Background: an optimization exercise with open tools, aiming at small area, a short achievable clock period and few clock cycles. Do not read the settings as production practice. In this exercise RTL edits were held to simulation tests only and were not proved equivalent to the original.

==> flow/design.v, too long to show whole: its modules and the start of the top module <==
// module cmsr_mul: 1174 lines
// module cmsr_area: 1134 lines
// module cmsr_sum: 574 lines
// module contact_manifold_slot_replacer: 249 lines
module contact_manifold_slot_replacer #(
   parameter int COORD_BITS = cmsr_pkg::COORD_BITS_DEF
) (
   input  logic clock,
   input  logic reset,
   input  logic req_tvalid,
   output logic req_tready,
   input  logic [((cmsr_pkg::DEPTH_BITS + 3*COORD_BITS + 2 + 7) / 8) * 8 - 1:0] req_tdata,
   input  logic [cmsr_pkg::MODE_BITS-1:0] req_tuser,
   output logic rsp_tvalid,
   input  logic rsp_tready,
   output logic [cmsr_pkg::RSP_BITS-1:0] rsp_tdata
);
  // ...
==> flow/run.sh <==
#!/bin/bash
# synth_recipe.tcl (not shown) runs the flow's synth.tcl, then flattens the netlist and writes it again
# the make line also repeats each setting of config.mk as NAME=value (left out here)
make -C /OpenROAD-flow-scripts/flow DESIGN_CONFIG=/design/flow/config.mk WORK_HOME=/design/flow/orfs CLKGATE_MAP_FILE= SYNTH_SCRIPT=/design/flow/synth_recipe.tcl finish
==> flow/config.mk <==
export PLATFORM = sky130hd
export DESIGN_NAME = contact_manifold_slot_replacer
export DESIGN_NICKNAME = contact_manifold_slot_replacer
export VERILOG_FILES = /design/flow/design.v
export SDC_FILE = /design/flow/constraint.sdc
export NUM_CORES = 4
export LEC_CHECK = 0
export CAP_MARGIN = 20
export CORE_MARGIN = 2
export CORE_UTILIZATION = 40
export SLEW_MARGIN = 20
==> flow/constraint.sdc <==
create_clock -name core_clock -period 12.0 [get_ports {clock}]
set_input_delay 2.4000 -clock core_clock [delete_from_list [all_inputs] [get_ports {clock}]]
set_output_delay 2.4000 -clock core_clock [all_outputs]
set_load 0.01 [all_outputs]
==> results.py, run 1 <==
metrics = {
    "routing": {
        "wl_met1_um": 235000,
        "drt_iter0_drc": 13800,
        "first_pass_iters": 6,
        "routed_wl_um": 607000,
        "viasPerCell": 5.60,
    },
    "critical_path": {
        "crit_family": "compound AO/OA/AOI/OAI gates",
        "crit_path_end_kind": "register",
        "worst-path-max-fanout": 64,
    },
    "clocking": {
        "cts_tree": "yes",
        "clk_pin_slew_ns": 0.06,
        "clock_path_buffers": 4,
        "insertion_delay_ns": 0.94,
        "cts-root-buf": "clkbuf_16",
    },
    "timing": {
        "hold_viol": 0,
        "max_slew.worst_pin.slew_ns": 1.24,
        "rsz0062_at_grt": "no",
        "drv_slew": 0,
        "holdWs_ns": 0.325,
    },
    "synthesis": {
        "synthTopCellsByCount": "2486 x inv_1, 2326 x fa_1, 2047 x nor2_1",
        "synth_edf_count": 453,
        "syn_inst": 18800,
    },
    "grt": {
        "grtUsageMet3": 0.0563,
        "globalRouteOverflowTotal": 0,
    },
    "die": {
        "start_util": 0.401,
    },
    "hold_path": {
        "worstHoldPathType": "reg -> reg",
        "min_from": "k_final",
    },
    "run_status": {
        "status": "complete, no violations",
    },
    "cells_and_area": {
        "reg.largest.list": "h0_ff (198), h1_ff (192), sp (192)",
        "clk_share": 0.0312,
    },
}
Testbench counts, summed over its fixed seeds: cycles 17,361.
==> module contact_manifold_slot_replacer, before the edit <==
module contact_manifold_slot_replacer #(
   parameter int COORD_BITS = cmsr_pkg::COORD_BITS_DEF
) (
   input  logic clock,
   input  logic reset,
   input  logic req_tvalid,
   output logic req_tready,
   input  logic [((cmsr_pkg::DEPTH_BITS + 3*COORD_BITS + 2 + 7) / 8) * 8 - 1:0] req_tdata,
   input  logic [cmsr_pkg::MODE_BITS-1:0] req_tuser,
   output logic rsp_tvalid,
   input  logic rsp_tready,
   output logic [cmsr_pkg::RSP_BITS-1:0] rsp_tdata
);
   localparam int CW   = COORD_BITS;
   localparam int DW   = CW + 1;             
   localparam int XW   = 2 * DW + 1;         
   localparam int QW   = 2 * XW - 2;         
   localparam int TW   = QW + 2;             
   localparam int X_LO = DEPTH_BITS;
   localparam int Y_LO = DEPTH_BITS + CW;
   localparam int Z_LO = DEPTH_BITS + 2 * CW;
   localparam int R_LO = DEPTH_BITS + 3 * CW;
   logic signed [DEPTH_BITS-1:0] sd [SLOTS];
   logic signed [CW-1:0]         sp [SLOTS][3];
   logic [COUNT_BITS-1:0]        count_ff;
   logic                         x_valid, x_started, x_computed;
   logic [MODE_BITS-1:0]         x_mode;
   logic signed [DEPTH_BITS-1:0] x_depth;
   logic signed [CW-1:0]         x_pt [3];
   logic [SLOT_BITS-1:0]         x_rslot, x_pick;
   logic                         r_valid;
   logic [SLOT_BITS-1:0]         r_written;
   logic [1:0]                   f_cnt;
   logic [RSP_BITS-1:0]          f_data0, f_data1;
   logic                         prot_valid;
   logic [SLOT_BITS-1:0]         prot_slot;
   logic                         uv_valid;
   logic [SLOT_BITS-1:0]         q_s;
   logic [1:0]                   q_t;
   logic signed [DW-1:0]         u [3];
   logic signed [DW-1:0]         v [3];
   logic                         k_valid, k_final;
   logic [SLOT_BITS-1:0]         k_s;
   logic [XW-1:0]                k0_ff [3];
   logic [XW-1:0]                k1_ff [3];
   logic                         c_valid, c_final;
   logic [SLOT_BITS-1:0]         c_s;
   logic [XW-1:0]                c_ff [3];
   logic                         h_valid, h_final;
   logic [SLOT_BITS-1:0]         h_s;
   logic [QW-1:0]                h0_ff [3];
   logic [QW-1:0]                h1_ff [3];
   logic                         g_valid, g_final;
   logic [SLOT_BITS-1:0]         g_s;
   logic [TW-1:0]                t_ff;
   logic [TW-1:0]                best_ff;
   logic [SLOT_BITS-1:0]         pick_ff;
   logic [SLOT_BITS-1:0]         deep_a, deep_b, deep;
   logic                         deep_b_ok;
   always_comb begin
      deep_a = (count_ff > 3'd1 && sd[1] > sd[0]) ? 2'd1 : 2'd0;
      if (count_ff > 3'd3 && sd[3] > sd[2]) deep_b = 2'd3;
      else                                  deep_b = 2'd2;
      deep_b_ok = (count_ff > 3'd2);
      deep = (deep_b_ok && sd[deep_b] > sd[deep_a]) ? deep_b : deep_a;
   end
   logic x_full, x_first, x_final, x_done, r_push, pop, r_free, r_free_safe, accept, x_fire;
   logic [SLOT_BITS-1:0] wslot, last_slot;
   logic [TW-1:0] t_sum0, t_sum1;
   logic t_better;
   assign x_full      = x_valid && (x_mode == MODE_ADD) && (count_ff == COUNT_BITS'(SLOTS));
   assign x_first     = x_full && !x_started;
   assign x_final     = g_valid && g_final;
   assign x_done      = x_valid && (!x_full || x_final || x_computed);
   assign pop         = (f_cnt != 2'd0) && rsp_tready;
   assign r_push      = r_valid && ((f_cnt != 2'd2) || pop);
   assign r_free      = !r_valid || r_push;
   assign r_free_safe = !r_valid || (f_cnt != 2'd2);
   assign x_fire      = x_done && r_free;
   assign req_tready  = !x_valid || (x_done && r_free_safe);
   assign accept      = req_tvalid && req_tready;
   assign last_slot   = SLOT_BITS'(count_ff - COUNT_BITS'(1));
   assign t_better = g_valid && (t_ff > best_ff);
   assign wslot    = x_computed ? x_pick : (t_better ? g_s : pick_ff);
   logic                 cur_prot, n_exists;
   logic [SLOT_BITS-1:0] n_s, s1;
   logic [1:0]           n_t;
   logic [SLOT_BITS-1:0] o0, o1, o2, ti, tj, tk;
   logic signed [DW-1:0] nu [3];
   logic signed [DW-1:0] nv [3];
   assign cur_prot = uv_valid && prot_valid && (q_s == prot_slot);
   always_comb begin
      n_s = '0;
      n_t = '0;
      n_exists = 1'b1;
      s1 = '0;
      if (x_first) begin
         n_s = '0;
         n_t = '0;
      end else if (!cur_prot && q_t != 2'd2) begin
         n_s = q_s;
         n_t = q_t + 2'd1;
      end else begin
         s1 = q_s + 2'd1;
         if (prot_valid && s1 == prot_slot) begin
            n_exists = (q_s < 2'd2);
            n_s = q_s + 2'd2;
         end else begin
            n_exists = (q_s != 2'd3);
            n_s = s1;
         end
      end
      o0 = (n_s == 2'd0) ? 2'd1 : 2'd0;
      o1 = (n_s <= 2'd1) ? 2'd2 : 2'd1;
      o2 = (n_s <= 2'd2) ? 2'd3 : 2'd2;
      case (n_t)
         2'd0:    begin ti = o0; tj = o1; tk = o2; end
         2'd1:    begin ti = o1; tj = o0; tk = o2; end
         default: begin ti = o2; tj = o0; tk = o1; end
      endcase
      for (int k = 0; k < 3; k++) begin
         nu[k] = DW'(x_pt[k]) - DW'(sp[ti][k]);
         nv[k] = DW'(sp[tj][k]) - DW'(sp[tk][k]);
      end
   end
   logic [XW-1:0] xc0 [3];
   logic [XW-1:0] xc1 [3];
   logic [QW-1:0] sq0 [3];
   logic [QW-1:0] sq1 [3];
   for (genvar k = 0; k < 3; k++) begin : g_comp
      cmsr_mul u_mul (
         .a (u[(k+1)%3]), .b (v[(k+2)%3]), .c (u[(k+2)%3]), .d (v[(k+1)%3]),
         .y0 (xc0[k]), .y1 (xc1[k])
      );
      cmsr_area u_sq (
         .x (c_ff[k]), .q0 (sq0[k]), .q1 (sq1[k])
      );
   end
   cmsr_sum u_sum (
      .r0 (h0_ff[0]), .r1 (h1_ff[0]), .r2 (h0_ff[1]), .r3 (h1_ff[1]), .r4 (h0_ff[2]), .r5 (h1_ff[2]),
      .t0 (t_sum0), .t1 (t_sum1)
   );
   always_ff @(posedge clock) begin
      if (x_first || uv_valid) begin
         q_s <= n_s;
         q_t <= n_t;
         for (int k = 0; k < 3; k++) begin
            u[k] <= nu[k];
            v[k] <= nv[k];
         end
      end
      for (int k = 0; k < 3; k++) begin
         k0_ff[k] <= xc0[k];
         k1_ff[k] <= xc1[k];
         c_ff[k]  <= k0_ff[k] + k1_ff[k];
         h0_ff[k] <= sq0[k];
         h1_ff[k] <= sq1[k];
      end
      t_ff    <= t_sum0 + t_sum1;
      k_final <= !n_exists;
      k_s     <= q_s;
      c_final <= k_final;
      c_s     <= k_s;
      h_final <= c_final;
      h_s     <= c_s;
      g_final <= h_final;
      g_s     <= h_s;
      if (x_first) begin
         best_ff <= '0;
         pick_ff <= '0;
         prot_valid <= (sd[deep] > x_depth);
         prot_slot  <= deep;
      end else if (t_better) begin
         best_ff <= t_ff;
         pick_ff <= g_s;
      end
      if (x_final) x_pick <= wslot;
      if (accept) begin
         x_mode  <= req_tuser;
         x_depth <= req_tdata[DEPTH_BITS-1:0];
         x_pt[0] <= req_tdata[X_LO +: CW];
         x_pt[1] <= req_tdata[Y_LO +: CW];
         x_pt[2] <= req_tdata[Z_LO +: CW];
         x_rslot <= req_tdata[R_LO +: SLOT_BITS];
      end
      if (x_fire) begin
         case (x_mode)
            MODE_ADD: begin
               if (x_full) begin
                  sd[wslot] <= x_depth;
                  for (int k = 0; k < 3; k++) sp[wslot][k] <= x_pt[k];
                  r_written <= wslot;
               end else begin
                  sd[SLOT_BITS'(count_ff)] <= x_depth;
                  for (int k = 0; k < 3; k++) sp[SLOT_BITS'(count_ff)][k] <= x_pt[k];
                  r_written <= SLOT_BITS'(count_ff);
               end
            end
            MODE_REMOVE: begin
               if (COUNT_BITS'(x_rslot) < count_ff) begin
                  sd[x_rslot] <= sd[last_slot];
                  for (int k = 0; k < 3; k++) sp[x_rslot][k] <= sp[last_slot][k];
               end
               r_written <= '0;
            end
            default: r_written <= '0;
         endcase
      end
      if (r_push) begin
         if (f_cnt == 2'd0 || (f_cnt == 2'd1 && pop)) f_data0 <= {(count_ff == '0), deep, count_ff, r_written};
         else                                        f_data1 <= {(count_ff == '0), deep, count_ff, r_written};
      end
      if (pop && f_cnt == 2'd2) f_data0 <= f_data1;
      if (reset) begin
         count_ff   <= '0;
         x_valid    <= 1'b0;
         x_started  <= 1'b0;
         x_computed <= 1'b0;
         r_valid    <= 1'b0;
         f_cnt      <= '0;
         uv_valid   <= 1'b0;
         k_valid    <= 1'b0;
         c_valid    <= 1'b0;
         h_valid    <= 1'b0;
         g_valid    <= 1'b0;
      end else begin
         if (x_fire) begin
            case (x_mode)
               MODE_ADD:    if (!x_full) count_ff <= count_ff + COUNT_BITS'(1);
               MODE_REMOVE: if (COUNT_BITS'(x_rslot) < count_ff) count_ff <= count_ff - COUNT_BITS'(1);
               MODE_CLEAR:  count_ff <= '0;
               default: ;
            endcase
         end
         x_valid    <= accept || (x_valid && !x_fire);
         x_started  <= x_valid && !x_fire && (x_started || x_first);
         x_computed <= x_valid && !x_fire && (x_computed || x_final);
         r_valid    <= x_fire || (r_valid && !r_push);
         f_cnt      <= f_cnt + 2'(r_push) - 2'(pop);
         if (x_first || uv_valid) uv_valid <= n_exists;
         k_valid    <= uv_valid && !cur_prot;
         c_valid    <= k_valid;
         h_valid    <= c_valid;
         g_valid    <= h_valid;
      end
   end
   assign rsp_tvalid = (f_cnt != 2'd0);
   assign rsp_tdata  = f_data0;
endmodule
==> inputs of run 2 (changes only) <==
--- a/flow/design.v
+++ b/flow/design.v
@@ -2909,7 +2909,7 @@
    localparam int CW   = COORD_BITS;
    localparam int DW   = CW + 1;             
    localparam int XW   = 2 * DW + 1;         
-   localparam int QW   = 2 * XW - 2;         
+   localparam int QW   = 2 * XW - 4;         
    localparam int TW   = QW + 2;             
    localparam int X_LO = DEPTH_BITS;
    localparam int Y_LO = DEPTH_BITS + CW;
@@ -2918,7 +2918,7 @@
    logic signed [DEPTH_BITS-1:0] sd [SLOTS];
    logic signed [CW-1:0]         sp [SLOTS][3];
    logic [COUNT_BITS-1:0]        count_ff;
-   logic                         x_valid, x_started, x_computed;
+   logic                         x_valid, x_fullr, x_computed;
    logic [MODE_BITS-1:0]         x_mode;
    logic signed [DEPTH_BITS-1:0] x_depth;
    logic signed [CW-1:0]         x_pt [3];
@@ -2929,9 +2929,12 @@
    logic [RSP_BITS-1:0]          f_data0, f_data1;
    logic                         prot_valid;
    logic [SLOT_BITS-1:0]         prot_slot;
-   logic                         uv_valid;
-   logic [SLOT_BITS-1:0]         q_s;
-   logic [1:0]                   q_t;
+   logic                         sq_go, sq_first;
+   logic [SLOT_BITS-1:0]         sq_s;
+   logic [1:0]                   sq_t;
+   logic [SLOTS-1:0]             sel_i, sel_j, sel_k;
+   logic                         uv_valid, uv_last;
+   logic [SLOT_BITS-1:0]         uv_s;
    logic signed [DW-1:0]         u [3];
    logic signed [DW-1:0]         v [3];
    logic                         k_valid, k_final;
@@ -2959,69 +2962,97 @@
       deep_b_ok = (count_ff > 3'd2);
       deep = (deep_b_ok && sd[deep_b] > sd[deep_a]) ? deep_b : deep_a;
    end
-   logic x_full, x_first, x_final, x_done, r_push, pop, r_free, r_free_safe, accept, x_fire;
+   logic x_full, x_final, x_done, r_push, pop, r_free_safe, accept, x_fire, acc_full;
    logic [SLOT_BITS-1:0] wslot, last_slot;
-   logic [TW-1:0] t_sum0, t_sum1;
-   logic t_better;
-   assign x_full      = x_valid && (x_mode == MODE_ADD) && (count_ff == COUNT_BITS'(SLOTS));
-   assign x_first     = x_full && !x_started;
+   logic [COUNT_BITS-1:0] count_x, count_acc;
+   logic t_better, rm_ok;
+   assign x_full      = x_valid && x_fullr;
    assign x_final     = g_valid && g_final;
    assign x_done      = x_valid && (!x_full || x_final || x_computed);
    assign pop         = (f_cnt != 2'd0) && rsp_tready;
    assign r_push      = r_valid && ((f_cnt != 2'd2) || pop);
-   assign r_free      = !r_valid || r_push;
    assign r_free_safe = !r_valid || (f_cnt != 2'd2);
-   assign x_fire      = x_done && r_free;
-   assign req_tready  = !x_valid || (x_done && r_free_safe);
+   assign x_fire      = x_done && r_free_safe;
+   assign req_tready  = !x_valid || x_fire;
    assign accept      = req_tvalid && req_tready;
    assign last_slot   = SLOT_BITS'(count_ff - COUNT_BITS'(1));
+   assign rm_ok       = (COUNT_BITS'(x_rslot) < count_ff);
+   always_comb begin
+      count_x = count_ff;
+      case (x_mode)
+         MODE_ADD:    if (!x_fullr) count_x = count_ff + COUNT_BITS'(1);
+         MODE_REMOVE: if (rm_ok) count_x = count_ff - COUNT_BITS'(1);
+         MODE_CLEAR:  count_x = '0;
+         default: ;
+      endcase
+      count_acc = x_valid ? count_x : count_ff;
+   end
+   assign acc_full = accept && (req_tuser == MODE_ADD) && (count_acc == COUNT_BITS'(SLOTS));
    assign t_better = g_valid && (t_ff > best_ff);
    assign wslot    = x_computed ? x_pick : (t_better ? g_s : pick_ff);
-   logic                 cur_prot, n_exists;
+   logic                 n_exists, n_go, prot0;
    logic [SLOT_BITS-1:0] n_s, s1;
    logic [1:0]           n_t;
-   logic [SLOT_BITS-1:0] o0, o1, o2, ti, tj, tk;
-   logic signed [DW-1:0] nu [3];
-   logic signed [DW-1:0] nv [3];
-   assign cur_prot = uv_valid && prot_valid && (q_s == prot_slot);
+   logic deeper_any;
+   assign deeper_any = (sd[0] > x_depth) || (sd[1] > x_depth) || (sd[2] > x_depth) || (sd[3] > x_depth);
+   assign prot0 = (deep == 2'd0) && (sd[0] > x_depth);
    always_comb begin
-      n_s = '0;
-      n_t = '0;
       n_exists = 1'b1;
-      s1 = '0;
-      if (x_first) begin
-         n_s = '0;
+      s1 = sq_s + 2'd1;
+      if (sq_first) begin
+         n_s = prot0 ? 2'd1 : 2'd0;
+         n_t = prot0 ? 2'd0 : 2'd1;
+      end else if (sq_t != 2'd2) begin
+         n_s = sq_s;
+         n_t = sq_t + 2'd1;
+      end else if (prot_valid && s1 == prot_slot) begin
+         n_exists = (sq_s < 2'd2);
+         n_s = sq_s + 2'd2;
          n_t = '0;
-      end else if (!cur_prot && q_t != 2'd2) begin
-         n_s = q_s;
-         n_t = q_t + 2'd1;
       end else begin
-         s1 = q_s + 2'd1;
-         if (prot_valid && s1 == prot_slot) begin
-            n_exists = (q_s < 2'd2);
-            n_s = q_s + 2'd2;
-         end else begin
-            n_exists = (q_s != 2'd3);
-            n_s = s1;
-         end
+         n_exists = (sq_s != 2'd3);
+         n_s = s1;
+         n_t = '0;
       end
-      o0 = (n_s == 2'd0) ? 2'd1 : 2'd0;
-      o1 = (n_s <= 2'd1) ? 2'd2 : 2'd1;
-      o2 = (n_s <= 2'd2) ? 2'd3 : 2'd2;
-      case (n_t)
+   end
+   function automatic logic [3*SLOTS-1:0] term_sel(input logic [SLOT_BITS-1:0] s, input logic [1:0] t);
+      logic [SLOT_BITS-1:0] o0, o1, o2, ti, tj, tk;
+      logic [SLOTS-1:0]     hi, hj, hk;
+      o0 = (s == 2'd0) ? 2'd1 : 2'd0;
+      o1 = (s <= 2'd1) ? 2'd2 : 2'd1;
+      o2 = (s <= 2'd2) ? 2'd3 : 2'd2;
+      case (t)
          2'd0:    begin ti = o0; tj = o1; tk = o2; end
          2'd1:    begin ti = o1; tj = o0; tk = o2; end
          default: begin ti = o2; tj = o0; tk = o1; end
       endcase
+      hi = 4'b0001 << ti;
+      hj = 4'b0001 << tj;
+      hk = 4'b0001 << tk;
+      term_sel = {hi, hj, hk};
+   endfunction
+   logic [3*SLOTS-1:0] n_sel;
+   assign n_sel = sq_go ? term_sel(n_s, n_t) : term_sel(2'd0, 2'd0);
+   logic signed [CW-1:0] pi [3];
+   logic signed [CW-1:0] pj [3];
+   logic signed [CW-1:0] pk [3];
+   always_comb begin
       for (int k = 0; k < 3; k++) begin
-         nu[k] = DW'(x_pt[k]) - DW'(sp[ti][k]);
-         nv[k] = DW'(sp[tj][k]) - DW'(sp[tk][k]);
+         pi[k] = '0;
+         pj[k] = '0;
+         pk[k] = '0;
+         for (int n = 0; n < SLOTS; n++) begin
+            pi[k] = pi[k] | (sp[n][k] & {CW{sel_i[n]}});
+            pj[k] = pj[k] | (sp[n][k] & {CW{sel_j[n]}});
+            pk[k] = pk[k] | (sp[n][k] & {CW{sel_k[n]}});
+         end
       end
    end
    logic [XW-1:0] xc0 [3];
    logic [XW-1:0] xc1 [3];
    logic [QW-1:0] sq0 [3];
    logic [QW-1:0] sq1 [3];
+   logic [TW-1:0] t_sum0, t_sum1;
    for (genvar k = 0; k < 3; k++) begin : g_comp
       cmsr_mul u_mul (
          .a (u[(k+1)%3]), .b (v[(k+2)%3]), .c (u[(k+2)%3]), .d (v[(k+1)%3]),
@@ -3036,12 +3067,25 @@
       .t0 (t_sum0), .t1 (t_sum1)
    );
    always_ff @(posedge clock) begin
-      if (x_first || uv_valid) begin
-         q_s <= n_s;
-         q_t <= n_t;
+      sq_s <= sq_go ? n_s : 2'd0;
+      sq_t <= sq_go ? n_t : 2'd0;
+      {sel_i, sel_j, sel_k} <= n_sel;
+      sq_first <= acc_full;
+      if (sq_first) begin
+         best_ff    <= '0;
+         pick_ff    <= '0;
+         prot_valid <= deeper_any;
+         prot_slot  <= deep;
+      end else if (t_better) begin
+         best_ff <= t_ff;
+         pick_ff <= g_s;
+      end
+      if (sq_go) begin
+         uv_s    <= sq_s;
+         uv_last <= !n_exists;
          for (int k = 0; k < 3; k++) begin
-            u[k] <= nu[k];
-            v[k] <= nv[k];
+            u[k] <= DW'(x_pt[k]) - DW'(pi[k]);
+            v[k] <= DW'(pj[k]) - DW'(pk[k]);
          end
       end
       for (int k = 0; k < 3; k++) begin
@@ -3052,26 +3096,18 @@
          h1_ff[k] <= sq1[k];
       end
       t_ff    <= t_sum0 + t_sum1;
-      k_final <= !n_exists;
-      k_s     <= q_s;
+      k_final <= uv_last;
+      k_s     <= uv_s;
       c_final <= k_final;
       c_s     <= k_s;
       h_final <= c_final;
       h_s     <= c_s;
       g_final <= h_final;
       g_s     <= h_s;
-      if (x_first) begin
-         best_ff <= '0;
-         pick_ff <= '0;
-         prot_valid <= (sd[deep] > x_depth);
-         prot_slot  <= deep;
-      end else if (t_better) begin
-         best_ff <= t_ff;
-         pick_ff <= g_s;
-      end
       if (x_final) x_pick <= wslot;
       if (accept) begin
          x_mode  <= req_tuser;
+         x_fullr <= acc_full;
          x_depth <= req_tdata[DEPTH_BITS-1:0];
          x_pt[0] <= req_tdata[X_LO +: CW];
          x_pt[1] <= req_tdata[Y_LO +: CW];
@@ -3081,7 +3117,7 @@
       if (x_fire) begin
          case (x_mode)
             MODE_ADD: begin
-               if (x_full) begin
+               if (x_fullr) begin
                   sd[wslot] <= x_depth;
                   for (int k = 0; k < 3; k++) sp[wslot][k] <= x_pt[k];
                   r_written <= wslot;
@@ -3092,7 +3128,7 @@
                end
             end
             MODE_REMOVE: begin
-               if (COUNT_BITS'(x_rslot) < count_ff) begin
+               if (rm_ok) begin
                   sd[x_rslot] <= sd[last_slot];
                   for (int k = 0; k < 3; k++) sp[x_rslot][k] <= sp[last_slot][k];
                end
@@ -3109,31 +3145,24 @@
       if (reset) begin
          count_ff   <= '0;
          x_valid    <= 1'b0;
-         x_started  <= 1'b0;
          x_computed <= 1'b0;
          r_valid    <= 1'b0;
          f_cnt      <= '0;
+         sq_go      <= 1'b0;
          uv_valid   <= 1'b0;
          k_valid    <= 1'b0;
          c_valid    <= 1'b0;
          h_valid    <= 1'b0;
          g_valid    <= 1'b0;
       end else begin
-         if (x_fire) begin
-            case (x_mode)
-               MODE_ADD:    if (!x_full) count_ff <= count_ff + COUNT_BITS'(1);
-               MODE_REMOVE: if (COUNT_BITS'(x_rslot) < count_ff) count_ff <= count_ff - COUNT_BITS'(1);
-               MODE_CLEAR:  count_ff <= '0;
-               default: ;
-            endcase
-         end
+         if (x_fire) count_ff <= count_x;
          x_valid    <= accept || (x_valid && !x_fire);
-         x_started  <= x_valid && !x_fire && (x_started || x_first);
          x_computed <= x_valid && !x_fire && (x_computed || x_final);
          r_valid    <= x_fire || (r_valid && !r_push);
          f_cnt      <= f_cnt + 2'(r_push) - 2'(pop);
-         if (x_first || uv_valid) uv_valid <= n_exists;
-         k_valid    <= uv_valid && !cur_prot;
+         sq_go      <= acc_full || (sq_go && n_exists);
+         uv_valid   <= sq_go;
+         k_valid    <= uv_valid && !(prot_valid && uv_s == prot_slot);
          c_valid    <= k_valid;
          h_valid    <= c_valid;
          g_valid    <= h_valid;
==> results.py, run 2 <==
metrics = {
    "synthesis": {
        "avgSynthCellArea_um2": 9.10,
        "synth_cell_type_count": 88,
        "post-synth-top-count-cell": "inv_1",
        "syn_area_um2": 170000,
        "synth_top_area_frac": 0.273,
        "ys_ff_latch": 1391,
        "synth_area_leaders": "fa_1 27%, dfxtp_1 10%, edfxtp_1 9.1%",
        "synth_edf_count": 517,
        "async_reset_ff_frac": 0,
        "synth_warnings": 27,
        "yosys.area.top_type": "fa_1",
        "synth_flop_cell": "dfxtp_1",
        "yosysSeqAreaShare": 0.194,
        "syn_inst": 18700,
        "synthTopCellsByCount": "2491 x inv_1, 2326 x fa_1, 1969 x nor2_1",
    },
    "critical_path": {
        "worst_r2r_startpoint": "best_ff[67]",
        "worst-path-max-fanout": 61,
        "crit_family": "compound AO/OA/AOI/OAI gates",
        "critPathMaxStageDelay_ns": 0.79,
        "cpMaxStageDelayCell": "buf_4",
        "r2r_slack_ns": 3.85,
        "worstPathCellList": "inv_1 -> ha_1 -> nand4_1 -> nor4_2 -> nand3_1 -> nor3_1 -> o21ai_1 -> a21o_1 -> mux2i_1 -> mux2i_1 -> ha_1 -> mux2i_1 -> nand2_1 -> o21ai_0 -> inv_1 -> ha_1 -> xnor2_1 -> nor2_1 -> a21o_4 -> buf_4 -> a211o_1 -> buf_4",
        "startpoint_type": "register",
        "critical_path_depth": 22,
        "startpoint": "best_ff[67]",
        "r2r_cells": 22,
        "path_class": "reg -> reg",
        "required_ns": 12.60,
        "crit_path_end": "sp[0][3]",
        "r2r-end": "sp[0][3]",
        "path_buf_inv": 4,
        "arrival_ns": 8.75,
        "crit_path_end_kind": "register",
    },
    "die": {
        "die_h_um": 657,
        "start_util": 0.402,
        "dieArea_um2": 431000,
        "coreArea_um2": 424000,
        "boundaryPins": 88,
        "die_w_um": 657,
        "num_rows": 239,
    },
    "timing": {
        "fin_skew_ns": 0.129,
        "drv_slew": 0,
        "hold_viol": 0,
        "setup_viol": 0,
        "rsz0062_at_grt": "no",
        "period_needed_ns": 8.15,
        "max_freq_mhz": 123,
        "finalSetupTns_ns": 0,
        "period_share": 0.679,
        "relSlewSlack": 0.143,
        "max_slew.worst_pin.slew_ns": 1.28,
    },
    "cells_and_area": {
        "layout-drive-gt1-share": 0.0568,
        "top_register": "sp",
        "area_delta_synth_final_pct": 7.31,
        "largest_reg_flops": 256,
        "layout.nets": 21300,
        "mostFrequentLayoutCell": "inv_1",
        "postLayoutCellArea_um2": 183000,
        "fill_cells": 41100,
        "mostFrequentLayoutCells": "2490 x inv_1, 2326 x fa_1, 1957 x nor2_1, 1558 x nand2_1, 1482 x xnor2_1",
        "final_core_util": 0.431,
        "reg.largest.list": "sp (256), h0_ff (198), h1_ff (192)",
    },
    "clocking": {
        "clock_path_buffers": 4,
        "cts-root-buf": "clkbuf_16",
        "postCtsSetupBuffers": 0,
        "hold_buffers": 0,
        "clk_pin_slew_ns": 0.07,
        "cts.sinks": 1391,
        "numCtsBuffers": 177,
        "insertion_delay_ns": 0.97,
        "cts_tree": "yes",
        "htreeDepth": 4,
        "ctsResizeCount": 0,
    },
    "routing": {
        "routed_wl_um": 602000,
        "first_pass_iters": 6,
        "vias": 136000,
        "ant_nets": 0,
        "viasPerCell": 5.68,
        "routedWlPerCell_um": 25.0,
        "route.detailed.drc": 0,
        "drt_iter0_drc": 13900,
    },
    "run_status": {
        "status": "complete, no violations",
    },
    "hold_path": {
        "worstHoldPathType": "reg -> reg",
        "min_from": "c_final",
    },
    "grt": {
        "antenna_found_initial": 50,
        "globalRouteOverflowTotal": 0,
        "grt_pass1_wl_um": 892000,
        "grt_pass1_vias": 137000,
        "grt_max_degree": 119,
        "grt.total_usage": 0.275,
    },
    "run": {
        "max-cap-violations": 0,
    },
    "place": {
        "io_buffers": 81,
        "dpl.hpwl_um": 417000,
        "place.gp.congestion": 0.954,
        "placed_cell_area_um2": 177000,
    },
}
## run 2: worst min path at each step
stage               cells after the start  slack, ns      end
finish                                  0       0.32  h_final
global route                            0       0.33   c_s[0]
detailed placement                      0       0.31   g_s[1]
global placement                        0       0.31   c_s[1]
floorplan                               0       0.31  c_final
CTS                                     0       0.33  h_final
## run 2: kinds of logic (layout without fill, tap and decap cells)
| kind of cell | count (synthesis) | after routing | synth area share |
|---|---|---|---|
| simple gates | 5216 | 5216 | 0.137 |
| buf+inv | 3672 | 3248 | 0.0812 |
| fa+ha+maj | 3401 | 3401 | 0.347 |
| other cells | 1 | 41 | 0.0000220 |
| mux | 310 | 310 | 0.0337 |
| xor+xnor | 1958 | 1958 | 0.101 |
| compound gates | 2787 | 2787 | 0.106 |
| flops | 1391 | 1391 | 0.194 |
## run 2: routing by layer
layer,share of wire,global-route usage,vias to the layer above
met5,0.00070,0,-
met4,0.068,0.158,38
met3,0.11,0.0687,1761
met2,0.44,0.426,7621
met1,0.38,0.350,67700
li1,-,-,59200
## run 2: stage by stage
stage | hold slack [ns] | worst slack, ns | cells
after floorplan | 0.310 | 5.69 | 18700
after global placement | 0.311 | 4.05 | 23600
after detailed placement | 0.312 | 4.01 | 23600
after CTS | 0.325 | 3.95 | 24000
after global routing | 0.329 | 3.39 | 24000
final | 0.323 | 3.85 | 24000
## run 2: cell type report
class / count / area, um2 / area share
Clock inverter: 97 / 1020 / 0.00560
Multi-Input combinational cell: 13700 / 124000 / 0.678
Tap cell: 5663 / 7090 / 0.0387
Inverter: 2494 / 9360 / 0.0512
Clock buffer: 231 / 4840 / 0.0264
Sequential cell: 1391 / 33100 / 0.181
Timing Repair Buffer: 426 / 3420 / 0.0187
Antenna cell: 39 / 97.6 / 0.000534
Testbench counts of run 2, summed over its fixed seeds: cycles 17,361.
==> inputs of run 3 (changes only) <==
--- a/flow/config.mk
+++ b/flow/config.mk
@@ -8,4 +8,5 @@
 export CAP_MARGIN = 20
 export CORE_MARGIN = 2
 export CORE_UTILIZATION = 40
+export SETUP_SLACK_MARGIN = 5
 export SLEW_MARGIN = 20
==> results.py, run 3 <==
metrics = {
    "die": {
        "boundaryPins": 88,
        "die_w_um": 657,
        "start_util": 0.402,
        "die_h_um": 657,
        "num_rows": 239,
        "coreArea_um2": 424000,
        "dieArea_um2": 431000,
    },
    "clocking": {
        "cts.sinks": 1391,
        "clk_pin_slew_ns": 0.07,
        "cts_tree": "yes",
        "htreeDepth": 4,
        "insertion_delay_ns": 0.98,
        "clock_path_buffers": 4,
        "cts-root-buf": "clkbuf_16",
        "numCtsBuffers": 177,
    },
    "synthesis": {
        "synth_edf_count": 517,
        "yosysSeqAreaShare": 0.194,
        "synthSimpleGateAreaFrac": 0.137,
        "syn_area_um2": 170000,
        "synth-compound-area-share": 0.106,
        "synth_area_leaders": "fa_1 27%, dfxtp_1 10%, edfxtp_1 9.1%",
        "synth-adder-area-share": 0.347,
        "post-synth-top-count-cell": "inv_1",
        "synth_xor_area_frac": 0.101,
        "synth_warnings": 27,
        "synth.area.mux_share": 0.0337,
        "synth_top_family_by_area": "adder cells",
        "synth_flop_cell": "dfxtp_1",
        "async_reset_ff_frac": 0,
        "syn_inst": 18700,
        "yosys.area.top_type": "fa_1",
        "synth_cell_type_count": 88,
        "avgSynthCellArea_um2": 9.10,
        "synthTopCellsByCount": "2491 x inv_1, 2326 x fa_1, 1969 x nor2_1",
        "synth_top_area_frac": 0.273,
        "ys_ff_latch": 1391,
    },
    "cells_and_area": {
        "top_register": "sp",
        "mostFrequentLayoutCell": "inv_1",
        "layout-drive-gt1-share": 0.0584,
        "mostFrequentLayoutCells": "2490 x inv_1, 2326 x fa_1, 1956 x nor2_1, 1558 x nand2_1, 1481 x xnor2_1",
        "area_delta_synth_final_pct": 7.63,
        "largest_reg_flops": 256,
        "reg.largest.list": "sp (256), h0_ff (198), h1_ff (192)",
        "layout.nets": 21300,
        "postLayoutCellArea_um2": 183000,
    },
    "grt": {
        "grt_pass1_wl_um": 893000,
        "grt_max_degree": 119,
        "antenna_found_initial": 50,
        "grt.total_usage": 0.276,
        "globalRouteOverflowTotal": 0,
        "grt_pass1_vias": 137000,
    },
    "timing": {
        "max_freq_mhz": 149,
        "fin_skew_ns": 0.133,
        "period_share": 0.560,
        "rsz0062_at_grt": "yes",
        "setup_viol": 0,
        "max_slew.worst_pin.slew_ns": 1.27,
        "drv_slew": 0,
        "relSlewSlack": 0.156,
        "period_needed_ns": 6.72,
        "hold_viol": 0,
        "finalSetupTns_ns": 0,
    },
    "critical_path": {
        "required_ns": 12.63,
        "arrival_ns": 7.35,
        "r2r_slack_ns": 5.28,
        "worst-path-max-fanout": 51,
        "crit_path_end_kind": "register",
        "path_class": "reg -> reg",
        "startpoint_type": "register",
    },
    "run_status": {
        "status": "complete, no violations",
    },
    "routing": {
        "drt_iter0_drc": 14000,
        "ant_nets": 0,
        "routed_wl_um": 605000,
        "first_pass_iters": 8,
        "route.detailed.drc": 0,
        "viasPerCell": 5.68,
        "vias": 137000,
        "routedWlPerCell_um": 25.1,
    },
    "place": {
        "place.gp.congestion": 0.954,
        "io_buffers": 81,
        "placed_cell_area_um2": 177000,
        "dpl.hpwl_um": 417000,
    },
    "run": {
        "max-cap-violations": 0,
    },
    "hold_path": {
        "worstHoldPathType": "reg -> reg",
    },
}
-- run 3: cell counts after synthesis --
Identical to the previous run, type by type.
-- run 3: cells by family (layout without fill, tap and decap cells) --
family	Yosys count	in the layout
xor gates and xnor gates	1958	1958
muxes	310	310
adders and majority gates	3401	3401
AOI/OAI and AO/OA	2787	2792
buffers and inverters	3672	3263
and+or+nand+nor	5216	5216
other	1	50
DFF	1391	1391
-- run 3: final cells by class --
| type | instances | area (um2) |
|---|---|---|
| fillers | 41000 | 241000 |
| multi-input cells | 13700 | 124000 |
| flip-flops and latches | 1391 | 33100 |
| inverters | 2494 | 9370 |
| well taps | 5663 | 7090 |
| clock buffers | 231 | 4840 |
| repair buffers | 441 | 3750 |
| clock inverters | 97 | 1020 |
| diodes | 48 | 120 |
-- run 3: worst max-delay path: stages (launching register included) --
cell and delay [ns]:
dfxtp_1 0.32, inv_1 0.05, ha_1 0.32, nand4_1 0.26, nor4_4 0.45, nand3_2 0.27
o41ai_2 0.39, buf_4 0.24, a21o_2 0.25, mux2i_1 0.34, mux2i_1 0.25, ha_1 0.25
mux2i_1 0.12, nand2_1 0.09, o21ai_2 0.18, inv_1 0.19, ha_1 0.33, xnor2_4 0.37
o211ai_1 0.23, buf_4 0.46, nor2_4 0.45, buf_4 0.37, o31ai_1 0.12
-- run 3: worst paths after layout --
kind,to,cells past startpoint,from
setup / recovery,sp[12][1],22,best_ff[67]
hold reg to reg,h_final,0,c_final
hold / removal,h_final,0,c_final
setup reg to reg,sp[12][1],22,best_ff[67]
-- run 3: metrics by stage --
stage          setup slack [ns]  instances  hold slack, ns  utilization
2_1_floorplan              5.69      18700           0.310            -
3_3_place_gp               4.05      23600           0.311        0.417
3_5_place_dp               4.01      23600           0.312        0.417
4_1_cts                    4.96      24000           0.325        0.432
5_1_grt                    4.89      24000           0.329        0.432
6_report                   5.28      24000           0.323        0.433
-- run 3: layer usage --
| layer | vias to the layer above | GRT usage | wire length, um |
|---|---|---|---|
| li1 | 59300 | - | - |
| met1 | 67800 | 0.350 | 233000 |
| met2 | 7653 | 0.427 | 265000 |
| met3 | 1842 | 0.0689 | 65400 |
| met4 | 36 | 0.160 | 41500 |
| met5 | - | 0 | 252 |
-- run 3: repair_timing --
| action | in CTS | in global routing |
|---|---|---|
| endpoints found under the setup margin | 502 | 459 |
| resized for setup | 32 | 20 |
| buffers inserted | 9 | 7 |
| pin swaps | 3 | 2 |
| hold buffers | 0 | 0 |
| cloned | 2 | 4 |

re-timing with driven ports:
The flow's constraints put no driver on any port. The routed layouts listed below were extracted and timed again, unchanged, in two steps.
Step 1: set_driving_cell puts a clkbuf_16 on clock and a buf_2 on each other input, an assumption about the parent block.
Step 2, shift: input delay + t, output delay - t, t = (earliest + latest rising clock arrival at the registers) / 2. This alone moves slack from input paths to output paths.
Slacks: ideal / step 1 / step 2; pairs: ideal / step 1.
run	t, ns	slack for setup (ns)	latest minus earliest clock arrival (ns)	worst data-port slew with drivers (ns)	pins driven straight from the clock port
run 1	1.012	1.853 / 1.853 / 1.853	0.086 / 0.086	0.09	1
run 2	1.022	3.850 / 3.850 / 3.850	0.129 / 0.130	0.11	1
run 3	1.022	5.284 / 5.284 / 5.284	0.134 / 0.133	0.10	1
After both steps setup and hold are still met in every run listed.
